From an optimization exercise on the open Yosys and OpenROAD flow, aimed at small area, a short achievable clock period and few clock cycles; shortcuts taken in it are not production practice. Function was checked by simulation only, so behaviour that the tests miss may differ from the original. Power and IR drop assume default switching activity.

==> flow/design.v (excerpt) <==
module sha1_hash_engine #(
    parameter int LENGTH_COUNT_BITS = 16
) (
    input  wire logic        i_clk,
    input  wire logic        i_rst_n,
    input  wire logic        start,
    output logic             busy,
    input  wire logic [7:0]  i_data_byte,
    input  wire logic        i_byte_present,
    input  wire logic        i_finish,
    output logic             o_valid,
    output logic [31:0]      o_digest_word,
    output logic [2:0]       o_word_index,
    output logic             o_last_word
);
Size in the first run: about 990 flip-flops, ~51 I/O pins.
make LEC_CHECK=0 CAP_MARGIN=20 CORE_MARGIN=2 CORE_UTILIZATION=70 CTS_CLUSTER_DIAMETER=60 CTS_CLUSTER_SIZE=30 SETUP_SLACK_MARGIN=3 SLEW_MARGIN=20 finish   # period 7.5 ns
run.sh (not shown) runs the stock make flow with config.mk's settings and CLKGATE_MAP_FILE= SYNTH_SCRIPT=/design/flow/synth_recipe.tcl, a recipe that flattens the netlist after the stock synthesis.
Testbench counts at the start, summed over its fixed seeds: cycles 77,357.
Change:
Settings changed: PLACE_DENSITY from default to 0.74, SETUP_SLACK_MARGIN 3 to 4.
What happened:
- area after synthesis does not change
- worst setup slack improved by 770 ps
- non-clock buffer count increases by 44
- wire length increases by 3.1%
- final cell count increases by 1.3%
- flip-flop and latch count does not change
- clock skew is about the same
- die area stays the same
- design area increases by 1.7%
Change:
Settings changed: CTS_CLUSTER_DIAMETER 60 to default, CTS_CLUSTER_SIZE 30 to default, PLACE_DENSITY 0.74 to default.
Setup slack gets worse by 25 ps.
Sequential share of layout area drops by 1.8 points.
Global-route usage climbs by 1.8 points.
Change:
Settings changed: CTS_CLUSTER_DIAMETER from default to 60, CTS_CLUSTER_SIZE from default to 30.
Total power shrinks by roughly a tenth.
Global-route usage decreases by 1.8 points.
Core utilization decreases by 2.4 points.
Combinational power went down slightly.
Hold slack is about the same.
Worst setup slack improves by 25 ps.
Non-clock buffer count stays the same.
Final cell count falls by a few percent.
Sequential cell count stays the same.
Change:
Settings changed: SETUP_SLACK_MARGIN 4 to 4.5.
The new run went through all stages and came out clean.
Routed wire length is higher by about 4.6%.
Clock skew decreases by 12 ps.
Cell area increases by 3.9%.
Register-to-register slack improves by 60 ps.

---

sha1_hash_engine, a different RTL version from the one above (not shown whole).
Size: roughly 2,500 cells after synthesis, roughly 950 flip-flops, about 51 I/O pins, roughly 0.040 sq mm of cells after synthesis.
make LEC_CHECK=0 CAP_MARGIN=20 CORE_MARGIN=2 CORE_UTILIZATION=40 SETUP_SLACK_MARGIN=4 SLEW_MARGIN=20 finish   # period 7.5 ns
Testbench counts at the start, summed over its fixed seeds: cycles 77,349.
Edit:
--- a/flow/config.mk
+++ b/flow/config.mk
@@ -10,2 +10,2 @@
-export CORE_UTILIZATION = 40
-export SETUP_SLACK_MARGIN = 4
+export CORE_UTILIZATION = 60
+export SETUP_SLACK_MARGIN = 5
What happened: Area after synthesis stays the same; total power came out higher by 2.1%; non-clock buffer count went up by 159; sequential cell count does not change; count of clock-buffer cells in the layout came out higher by 14; synthesized cell count does not change; core utilization is higher by 27 points.

---

Another version of the RTL of sha1_hash_engine (not shown whole).
For scale: ~990 flip-flops, about 51 I/O pins.
Design sha1_hash_engine, start of the top module:
module sha1_hash_engine #(
    parameter int LENGTH_COUNT_BITS = 16
) (
    input  wire logic        i_clk,
    input  wire logic        i_rst_n,
    input  wire logic        start,
    output logic             busy,
    input  wire logic [7:0]  i_data_byte,
    input  wire logic        i_byte_present,
    input  wire logic        i_finish,
    output logic             o_valid,
    output logic [31:0]      o_digest_word,
    output logic [2:0]       o_word_index,
    output logic             o_last_word
);
export LEC_CHECK = 0
export CAP_MARGIN = 20
export CORE_MARGIN = 2
export CORE_UTILIZATION = 70
export CTS_CLUSTER_DIAMETER = 60
export CTS_CLUSTER_SIZE = 30
export SETUP_SLACK_MARGIN = 4.5
export SLEW_MARGIN = 20
create_clock -name core_clock -period 7.5 [get_ports {i_clk}]
Testbench counts at the start, summed over its fixed seeds: cycles 77,357.
==> next run, changes <==
- SETUP_SLACK_MARGIN: 4.5 -> 4
What happened: The new run completed without violations; via count came out lower slightly; cell area decreases slightly; routed wire length shrinks slightly.

afterwards: timing with drivers on the ports:
How much do the figures lean on ideal ports? The routed layouts below were timed once more, with nothing changed but the port constraints. Step 1, drivers: a clkbuf_16 drives i_clk and a buf_2 each remaining input, both assumed. Step 2 moves the port delays by t, midway between the first and last clock arrival at a register: inputs arrive t later, outputs are due t later. That takes back most of the time a late clock gives input paths. a / b / c = no drivers / after step 1 / after step 2; a / b = the first two.
run | t, ns | setup WS [ns] | latest minus earliest clock arrival (ns)
the first run of note 1 | 0.701 | 3.274 / 3.274 / 3.274 | 0.048 / 0.048
the second run of note 1 | 0.708 | 4.045 / 4.045 / 3.480 | 0.047 / 0.047
the third run of note 1 | 0.733 | 4.020 / 4.020 / 3.447 | 0.040 / 0.040
the fourth run of note 1 | 0.708 | 4.045 / 4.045 / 3.480 | 0.047 / 0.047
the fifth run of note 1 | 0.712 | 4.110 / 4.110 / 3.864 | 0.034 / 0.034
the first run of note 2 | 0.710 | 3.937 / 3.895 / 3.564 | 0.036 / 0.036
the second run of note 2 | 0.732 | 3.886 / 3.886 / 3.886 | 0.029 / 0.030
the first run of note 3 | 0.722 | 3.932 / 3.932 / 3.894 | 0.040 / 0.041
the second run of note 3 | 0.705 | 3.884 / 3.884 / 3.504 | 0.038 / 0.039
After both steps setup and hold are still met in every run listed. For the third run of note 1, which loses most, drivers alone change the setup slack by 0.000 ns; drivers and shift together by -0.573 ns.
